This is an optimization exercise on Yosys and OpenROAD, whose aim is a short achievable clock period and few clock cycles, not a production implementation. Function was checked by simulation only, so behaviour that the tests miss may differ from the original.

==> inputs of exp/quartz <==
## mc_data_path
module mc_data_path #(
    parameter int              PC_W       = 10,
    parameter int              INS_W      = 32,
    parameter int              DATA_W     = 32,
    parameter int              RF_ADDRESS = 5,
    parameter int              DM_ADDRESS = 9,
    parameter int              ALU_CC_W   = 4,
    parameter logic [PC_W-1:0] RESET_PC   = '0
) (
    input  logic                  clk,
    input  logic                  reset,
    input  logic                  reg_write,
    input  logic                  mem2reg,
    input  logic                  alu_src,
    input  logic                  mem_write,
    input  logic                  mem_read,
    input  logic                  branch,
    input  logic [ALU_CC_W-1:0]   alu_cc,
    output logic                  imem_req,
    output logic [PC_W-1:0]       imem_addr,
    input  logic [INS_W-1:0]      imem_rdata,
    input  logic                  imem_valid,
    output logic                  dmem_req,
    output logic                  dmem_we,
    output logic [DM_ADDRESS-1:0] dmem_addr,
    output logic [DATA_W-1:0]     dmem_wdata,
    input  logic [DATA_W-1:0]     dmem_rdata,
    input  logic                  dmem_valid,
    output logic [6:0]            opcode,
    output logic [6:0]            funct7,
    output logic [2:0]            funct3,
    output logic [DATA_W-1:0]     alu_result,
    output logic [PC_W-1:0]       pc,
    output logic                  retire
);
Settings: LEC_CHECK=0, CAP_MARGIN=40, CORE_MARGIN=2, CORE_UTILIZATION=30, SETUP_SLACK_MARGIN=4, SLEW_MARGIN=40, TNS_END_PERCENT=20; clock period 9.0 ns.
run.sh (not shown) runs the stock make flow with config.mk's settings and CLKGATE_MAP_FILE= SYNTH_SCRIPT=/design/flow/synth_recipe.tcl, a recipe that flattens the netlist after the stock synthesis.
==> exp/onyx: changes against exp/quartz <==
--- a/flow/design.v
+++ b/flow/design.v
@@ -291,13 +291,13 @@
     output logic [2:0]            funct3,
     output logic [DATA_W-1:0]     alu_result,
     output logic [PC_W-1:0]       pc,
     output logic                  retire
 );
     localparam int CW   = 6 + ALU_CC_W;    
-    localparam int NKEY = 256;             
+    localparam int NKEY = 128;             
     logic              run_q, ex_q, ex_d;
     logic [PC_W-1:0]   pc_q, pc_d, pc4_q, tgt_q, base_q, base_d;
     logic [INS_W-1:0]  ir_q;
     logic [DATA_W-1:0] b_q, aluout_q;
     logic [31:0] r_and_b_d, r_and_b_q;
     logic [31:0] r_or_b_d, r_or_b_q;
@@ -333,15 +333,14 @@
     logic [1:0] sh_n_i_d, sh_n_i_q;
     logic ltu_i_d, ltu_i_q;
     logic lts_i_d, lts_i_q;
     logic [31:0]       z_d, z_q;
     logic [CW-1:0]           cw_q, cw_in, cw_f;
     logic [31:0]             sel_q;
-    logic                    br_q;
     logic [NKEY-1:0][CW-1:0] cwt_q;
-    logic [7:0]              key_f, key_q;
+    logic [6:0]              key_f, key_q;
     logic                    c_reg_write, c_mem2reg, c_alu_src, c_mem_write, c_mem_read, c_branch;
     logic [3:0]              c_alu_cc;
     logic [DATA_W-1:0]       rs1_data, rs2_data, alu_y, rf_wdata, imm_f;
     logic [31:0][DATA_W-1:0] y_all;
     logic                    cw_ok, zsel, take, need_d, rf_we, byp_en, fetch_hs;
     logic [PC_W-1:0]         npc, pc4_f, tgt_f;
@@ -354,30 +353,29 @@
         alu_y = '0;
         for (int k = 0; k < 32; k++) begin
             alu_y = alu_y | ({DATA_W{sel_q[k]}} & y_all[k]);
         end
     end
     assign zsel     = |(sel_q & z_q);
-    assign take     = br_q & zsel;
+    assign take     = c_branch & zsel;
     assign npc      = take ? tgt_q : pc4_q;
     assign need_d   = c_mem_read | c_mem_write;
     assign retire   = ex_q & cw_ok & (~need_d | dmem_valid);
     assign rf_we    = retire & c_reg_write & ~c_mem_write;
     assign byp_en   = ex_q & c_reg_write & ~c_mem_write;
     assign rf_wdata = c_mem2reg ? dmem_rdata : alu_y;
     assign dmem_req   = ex_q & cw_ok & need_d;
     assign dmem_we    = ex_q & c_mem_write;
     assign dmem_addr  = alu_y[DM_ADDRESS-1:0];
     assign dmem_wdata = b_q;
     assign imem_req  = ex_q ? retire : run_q;
-    assign imem_addr = take ? tgt_q : base_q;
+    assign imem_addr = (ex_q & take) ? tgt_q : base_q;
     assign fetch_hs  = imem_req & imem_valid;
     assign imm_f     = mc_data_path_pkg::imm_gen(imem_rdata);
-    assign key_f     = {imem_rdata[30], imem_rdata[6:4] ^ imem_rdata[3:1], imem_rdata[2] ^ imem_rdata[0],
-                        imem_rdata[14:12]};
-    assign key_q     = {ir_q[30], ir_q[6:4] ^ ir_q[3:1], ir_q[2] ^ ir_q[0], ir_q[14:12]};
+    assign key_f     = {imem_rdata[30], imem_rdata[6:4] ^ imem_rdata[3:1], imem_rdata[14:12]};
+    assign key_q     = {ir_q[30], ir_q[6:4] ^ ir_q[3:1], ir_q[14:12]};
     assign cw_f      = cwt_q[key_f];
     always_comb begin
         if (!ex_q) begin
             pc4_f = pc_q + PC_W'(4);
             tgt_f = pc_q + imm_f[PC_W-1:0];
         end else if (take) begin
@@ -416,13 +414,12 @@
             ir_q     <= '0;
             b_q      <= '0;
             aluout_q <= '0;
             z_q      <= '0;
             cw_q     <= '0;
             sel_q    <= '0;
-            br_q     <= 1'b0;
             cwt_q    <= '0;
             r_and_b_q <= '0;
             r_or_b_q <= '0;
             r_xor_b_q <= '0;
             sa0_b_q <= '0;
             sa1_b_q <= '0;
@@ -460,29 +457,24 @@
             ex_q   <= ex_d;
             pc_q   <= pc_d;
             base_q <= base_d;
             if (retire) begin
                 aluout_q <= alu_y;
             end
-            if (!ex_d) begin
-                br_q <= 1'b0;
-            end
             if (ex_q && !cw_ok) begin
-                br_q         <= branch;
                 cw_q         <= cw_in;
                 sel_q        <= 32'b1 << {alu_src, alu_cc};
                 cwt_q[key_q] <= cw_in;
             end
             if (fetch_hs) begin
                 ir_q  <= imem_rdata;
                 b_q   <= rs2_data;
                 pc4_q <= pc4_f;
                 tgt_q <= tgt_f;
                 z_q   <= z_d;
                 cw_q  <= cw_f;
-                br_q  <= cw_f[4];
                 sel_q <= 32'b1 << {cw_f[7], cw_f[3:0]};
                 r_and_b_q <= r_and_b_d;
                 r_or_b_q <= r_or_b_d;
                 r_xor_b_q <= r_xor_b_d;
                 sa0_b_q <= sa0_b_d;
                 sa1_b_q <= sa1_b_d;
==> exp/ember: changes against exp/quartz <==
--- a/flow/design.v
+++ b/flow/design.v
@@ -291,13 +291,13 @@
     output logic [2:0]            funct3,
     output logic [DATA_W-1:0]     alu_result,
     output logic [PC_W-1:0]       pc,
     output logic                  retire
 );
     localparam int CW   = 6 + ALU_CC_W;    
-    localparam int NKEY = 256;             
+    localparam int NKEY = 128;             
     logic              run_q, ex_q, ex_d;
     logic [PC_W-1:0]   pc_q, pc_d, pc4_q, tgt_q, base_q, base_d;
     logic [INS_W-1:0]  ir_q;
     logic [DATA_W-1:0] b_q, aluout_q;
     logic [31:0] r_and_b_d, r_and_b_q;
     logic [31:0] r_or_b_d, r_or_b_q;
@@ -333,15 +333,14 @@
     logic [1:0] sh_n_i_d, sh_n_i_q;
     logic ltu_i_d, ltu_i_q;
     logic lts_i_d, lts_i_q;
     logic [31:0]       z_d, z_q;
     logic [CW-1:0]           cw_q, cw_in, cw_f;
     logic [31:0]             sel_q;
-    logic                    br_q;
     logic [NKEY-1:0][CW-1:0] cwt_q;
-    logic [7:0]              key_f, key_q;
+    logic [6:0]              key_f, key_q;
     logic                    c_reg_write, c_mem2reg, c_alu_src, c_mem_write, c_mem_read, c_branch;
     logic [3:0]              c_alu_cc;
     logic [DATA_W-1:0]       rs1_data, rs2_data, alu_y, rf_wdata, imm_f;
     logic [31:0][DATA_W-1:0] y_all;
     logic                    cw_ok, zsel, take, need_d, rf_we, byp_en, fetch_hs;
     logic [PC_W-1:0]         npc, pc4_f, tgt_f;
@@ -354,30 +353,29 @@
         alu_y = '0;
         for (int k = 0; k < 32; k++) begin
             alu_y = alu_y | ({DATA_W{sel_q[k]}} & y_all[k]);
         end
     end
     assign zsel     = |(sel_q & z_q);
-    assign take     = br_q & zsel;
+    assign take     = c_branch & zsel;
     assign npc      = take ? tgt_q : pc4_q;
     assign need_d   = c_mem_read | c_mem_write;
     assign retire   = ex_q & cw_ok & (~need_d | dmem_valid);
     assign rf_we    = retire & c_reg_write & ~c_mem_write;
     assign byp_en   = ex_q & c_reg_write & ~c_mem_write;
     assign rf_wdata = c_mem2reg ? dmem_rdata : alu_y;
     assign dmem_req   = ex_q & cw_ok & need_d;
     assign dmem_we    = ex_q & c_mem_write;
     assign dmem_addr  = alu_y[DM_ADDRESS-1:0];
     assign dmem_wdata = b_q;
     assign imem_req  = ex_q ? retire : run_q;
-    assign imem_addr = take ? tgt_q : base_q;
+    assign imem_addr = (ex_q & take) ? tgt_q : base_q;
     assign fetch_hs  = imem_req & imem_valid;
     assign imm_f     = mc_data_path_pkg::imm_gen(imem_rdata);
-    assign key_f     = {imem_rdata[30], imem_rdata[6:4] ^ imem_rdata[3:1], imem_rdata[2] ^ imem_rdata[0],
-                        imem_rdata[14:12]};
-    assign key_q     = {ir_q[30], ir_q[6:4] ^ ir_q[3:1], ir_q[2] ^ ir_q[0], ir_q[14:12]};
+    assign key_f     = {imem_rdata[30], imem_rdata[6:4] ^ imem_rdata[3:1], imem_rdata[14:12]};
+    assign key_q     = {ir_q[30], ir_q[6:4] ^ ir_q[3:1], ir_q[14:12]};
     assign cw_f      = cwt_q[key_f];
     always_comb begin
         if (!ex_q) begin
             pc4_f = pc_q + PC_W'(4);
             tgt_f = pc_q + imm_f[PC_W-1:0];
         end else if (take) begin
@@ -416,13 +414,12 @@
             ir_q     <= '0;
             b_q      <= '0;
             aluout_q <= '0;
             z_q      <= '0;
             cw_q     <= '0;
             sel_q    <= '0;
-            br_q     <= 1'b0;
             cwt_q    <= '0;
             r_and_b_q <= '0;
             r_or_b_q <= '0;
             r_xor_b_q <= '0;
             sa0_b_q <= '0;
             sa1_b_q <= '0;
@@ -460,29 +457,24 @@
             ex_q   <= ex_d;
             pc_q   <= pc_d;
             base_q <= base_d;
             if (retire) begin
                 aluout_q <= alu_y;
             end
-            if (!ex_d) begin
-                br_q <= 1'b0;
-            end
             if (ex_q && !cw_ok) begin
-                br_q         <= branch;
                 cw_q         <= cw_in;
                 sel_q        <= 32'b1 << {alu_src, alu_cc};
                 cwt_q[key_q] <= cw_in;
             end
             if (fetch_hs) begin
                 ir_q  <= imem_rdata;
                 b_q   <= rs2_data;
                 pc4_q <= pc4_f;
                 tgt_q <= tgt_f;
                 z_q   <= z_d;
                 cw_q  <= cw_f;
-                br_q  <= cw_f[4];
                 sel_q <= 32'b1 << {cw_f[7], cw_f[3:0]};
                 r_and_b_q <= r_and_b_d;
                 r_or_b_q <= r_or_b_d;
                 r_xor_b_q <= r_xor_b_d;
                 sa0_b_q <= sa0_b_d;
                 sa1_b_q <= sa1_b_d;
--- a/flow/config.mk
+++ b/flow/config.mk
@@ -5,9 +5,9 @@
 export SDC_FILE = /design/flow/constraint.sdc
 export NUM_CORES = 4
 export LEC_CHECK = 0
 export CAP_MARGIN = 40
 export CORE_MARGIN = 2
 export CORE_UTILIZATION = 30
-export SETUP_SLACK_MARGIN = 4
+export SETUP_SLACK_MARGIN = 5
 export SLEW_MARGIN = 40
-export TNS_END_PERCENT = 20
+export TNS_END_PERCENT = 40
==> exp/raven: changes against exp/quartz <==
--- a/flow/design.v
+++ b/flow/design.v
@@ -291,13 +291,13 @@
     output logic [2:0]            funct3,
     output logic [DATA_W-1:0]     alu_result,
     output logic [PC_W-1:0]       pc,
     output logic                  retire
 );
     localparam int CW   = 6 + ALU_CC_W;    
-    localparam int NKEY = 256;             
+    localparam int NKEY = 128;             
     logic              run_q, ex_q, ex_d;
     logic [PC_W-1:0]   pc_q, pc_d, pc4_q, tgt_q, base_q, base_d;
     logic [INS_W-1:0]  ir_q;
     logic [DATA_W-1:0] b_q, aluout_q;
     logic [31:0] r_and_b_d, r_and_b_q;
     logic [31:0] r_or_b_d, r_or_b_q;
@@ -333,15 +333,14 @@
     logic [1:0] sh_n_i_d, sh_n_i_q;
     logic ltu_i_d, ltu_i_q;
     logic lts_i_d, lts_i_q;
     logic [31:0]       z_d, z_q;
     logic [CW-1:0]           cw_q, cw_in, cw_f;
     logic [31:0]             sel_q;
-    logic                    br_q;
     logic [NKEY-1:0][CW-1:0] cwt_q;
-    logic [7:0]              key_f, key_q;
+    logic [6:0]              key_f, key_q;
     logic                    c_reg_write, c_mem2reg, c_alu_src, c_mem_write, c_mem_read, c_branch;
     logic [3:0]              c_alu_cc;
     logic [DATA_W-1:0]       rs1_data, rs2_data, alu_y, rf_wdata, imm_f;
     logic [31:0][DATA_W-1:0] y_all;
     logic                    cw_ok, zsel, take, need_d, rf_we, byp_en, fetch_hs;
     logic [PC_W-1:0]         npc, pc4_f, tgt_f;
@@ -354,30 +353,29 @@
         alu_y = '0;
         for (int k = 0; k < 32; k++) begin
             alu_y = alu_y | ({DATA_W{sel_q[k]}} & y_all[k]);
         end
     end
     assign zsel     = |(sel_q & z_q);
-    assign take     = br_q & zsel;
+    assign take     = c_branch & zsel;
     assign npc      = take ? tgt_q : pc4_q;
     assign need_d   = c_mem_read | c_mem_write;
     assign retire   = ex_q & cw_ok & (~need_d | dmem_valid);
     assign rf_we    = retire & c_reg_write & ~c_mem_write;
     assign byp_en   = ex_q & c_reg_write & ~c_mem_write;
     assign rf_wdata = c_mem2reg ? dmem_rdata : alu_y;
     assign dmem_req   = ex_q & cw_ok & need_d;
     assign dmem_we    = ex_q & c_mem_write;
     assign dmem_addr  = alu_y[DM_ADDRESS-1:0];
     assign dmem_wdata = b_q;
     assign imem_req  = ex_q ? retire : run_q;
-    assign imem_addr = take ? tgt_q : base_q;
+    assign imem_addr = (ex_q & take) ? tgt_q : base_q;
     assign fetch_hs  = imem_req & imem_valid;
     assign imm_f     = mc_data_path_pkg::imm_gen(imem_rdata);
-    assign key_f     = {imem_rdata[30], imem_rdata[6:4] ^ imem_rdata[3:1], imem_rdata[2] ^ imem_rdata[0],
-                        imem_rdata[14:12]};
-    assign key_q     = {ir_q[30], ir_q[6:4] ^ ir_q[3:1], ir_q[2] ^ ir_q[0], ir_q[14:12]};
+    assign key_f     = {imem_rdata[30], imem_rdata[6:4] ^ imem_rdata[3:1], imem_rdata[14:12]};
+    assign key_q     = {ir_q[30], ir_q[6:4] ^ ir_q[3:1], ir_q[14:12]};
     assign cw_f      = cwt_q[key_f];
     always_comb begin
         if (!ex_q) begin
             pc4_f = pc_q + PC_W'(4);
             tgt_f = pc_q + imm_f[PC_W-1:0];
         end else if (take) begin
@@ -416,13 +414,12 @@
             ir_q     <= '0;
             b_q      <= '0;
             aluout_q <= '0;
             z_q      <= '0;
             cw_q     <= '0;
             sel_q    <= '0;
-            br_q     <= 1'b0;
             cwt_q    <= '0;
             r_and_b_q <= '0;
             r_or_b_q <= '0;
             r_xor_b_q <= '0;
             sa0_b_q <= '0;
             sa1_b_q <= '0;
@@ -460,29 +457,24 @@
             ex_q   <= ex_d;
             pc_q   <= pc_d;
             base_q <= base_d;
             if (retire) begin
                 aluout_q <= alu_y;
             end
-            if (!ex_d) begin
-                br_q <= 1'b0;
-            end
             if (ex_q && !cw_ok) begin
-                br_q         <= branch;
                 cw_q         <= cw_in;
                 sel_q        <= 32'b1 << {alu_src, alu_cc};
                 cwt_q[key_q] <= cw_in;
             end
             if (fetch_hs) begin
                 ir_q  <= imem_rdata;
                 b_q   <= rs2_data;
                 pc4_q <= pc4_f;
                 tgt_q <= tgt_f;
                 z_q   <= z_d;
                 cw_q  <= cw_f;
-                br_q  <= cw_f[4];
                 sel_q <= 32'b1 << {cw_f[7], cw_f[3:0]};
                 r_and_b_q <= r_and_b_d;
                 r_or_b_q <= r_or_b_d;
                 r_xor_b_q <= r_xor_b_d;
                 sa0_b_q <= sa0_b_d;
                 sa1_b_q <= sa1_b_d;
==> flow/config.mk (replaced) <==
export PLATFORM = sky130hd
export DESIGN_NAME = mc_data_path
export DESIGN_NICKNAME = mc_data_path
export VERILOG_FILES = /design/flow/design.v
export SDC_FILE = /design/flow/constraint.sdc
export NUM_CORES = 4
export LEC_CHECK = 0
export CAP_MARGIN = 40
export CORE_MARGIN = 2
export CORE_UTILIZATION = 40
export SETUP_SLACK_MARGIN = 5
export SLEW_MARGIN = 40
export TNS_END_PERCENT = 100
==> run_results.csv <==
group,metric,value,unit
finish,nNonClkBuffers,1783,
critical_path,r2r_end,"z_q[23]$_DFFE_PN0P_",
run_status,status,"no timing/DRC/antenna violations",
finish,multi_input_area_share,41.97,%
critical_path,path_delay_family,"compound AO/OA/AOI/OAI gates",
timing,setup_tns,0,ps
drt,ant_nets,0,
drt,wl_met1,362600,um
placed_design,pre_cts_ws,791.3,ps
-- figures above: exp/onyx

==> run_results.csv <==
group,metric,value,unit
run_status,status,"failed layout checks",
drt,wl_met1,377600,um
critical_path,path_delay_family,"simple AND/OR/NAND/NOR gates",
finish,nNonClkBuffers,2923,
timing,slew_violations,19,
placed_design,pre_cts_ws,1135,ps
die,core,537500,um^2
job,max-cap-violations,2,
run_status,violations,"capacitance limit, slew limit",
timing,setup_tns,0,ps
-- figures above: exp/ember

==> run_results.csv <==
group,metric,value,unit
run_status,status,"aborted with a tool error",
run_status,failing_step,"5_1_grt",
run_status,error,"[ERROR GRT-0232] Routing congestion too high. Check the congestion heatmap in the GUI.",
placed_design,pre_cts_ws,787.6,ps
synthesis,ys_ff_latch,3092,
clock_network,cts_resized,5923,
placed_design,dp_hpwl,614600,um
synthesis,synth_simple_gate_area_share,12.34,%
clock_network,holdBufCountCts,0,
synthesis,synth.distinct_cells,126,
clock_network,clock_sinks,3092,
clock_network,cts_buffers,355,
-- figures above: exp/raven

==> run_results.csv <==
group,metric,value,unit
drt,ant_nets,2,
finish,multi_input_area_share,40.02,%
placed_design,pre_cts_ws,628.6,ps
finish,nNonClkBuffers,2483,
run_status,status,"failed layout checks",
timing,setup_tns,0,ps
run_status,violations,"antenna rules",
-- figures above: exp/quartz

Testbench counts of exp/quartz, summed over its fixed seeds: cycles 31,111.
Testbench counts of exp/onyx, summed over its fixed seeds: cycles 31,585.
Testbench counts of exp/ember, summed over its fixed seeds: cycles 31,585.
Testbench counts of exp/raven, summed over its fixed seeds: cycles 31,585.

-- separate check: timing with driven ports --
In the flow no input, the clock included, has a driving cell. The finished layouts below were timed again as built, in two steps. Step 1 sets driving cells, clkbuf_16 on the clock port and buf_2 on the other inputs (assumed; they add their load-dependent delay and slew). Step 2 moves the port delays by t, midway between the first and last clock arrival at a register: inputs arrive t later, outputs are due t later. That takes back most of the time a late clock gives input paths. Slacks: no drivers / after step 1 / after step 2; pairs: no drivers / after step 1.
run | shift t [ns] | slack for setup (ns) | worst hold slack (ns) | latest minus earliest clock arrival (ns)
exp/quartz | 1.296 | 3.320 / 3.097 / 1.801 | 0.452 / 0.451 / 0.452 | 0.203 / 0.204
exp/onyx | 1.163 | 3.260 / 3.170 / 2.007 | 0.472 / 0.472 / 0.472 | 0.168 / 0.168
exp/ember | 1.236 | 3.279 / 3.136 / 2.111 | 0.469 / 0.469 / 0.469 | 0.177 / 0.177
The setup slack of exp/quartz, which loses most, moves by -0.223 ns with the drivers and by -1.519 ns with both steps.
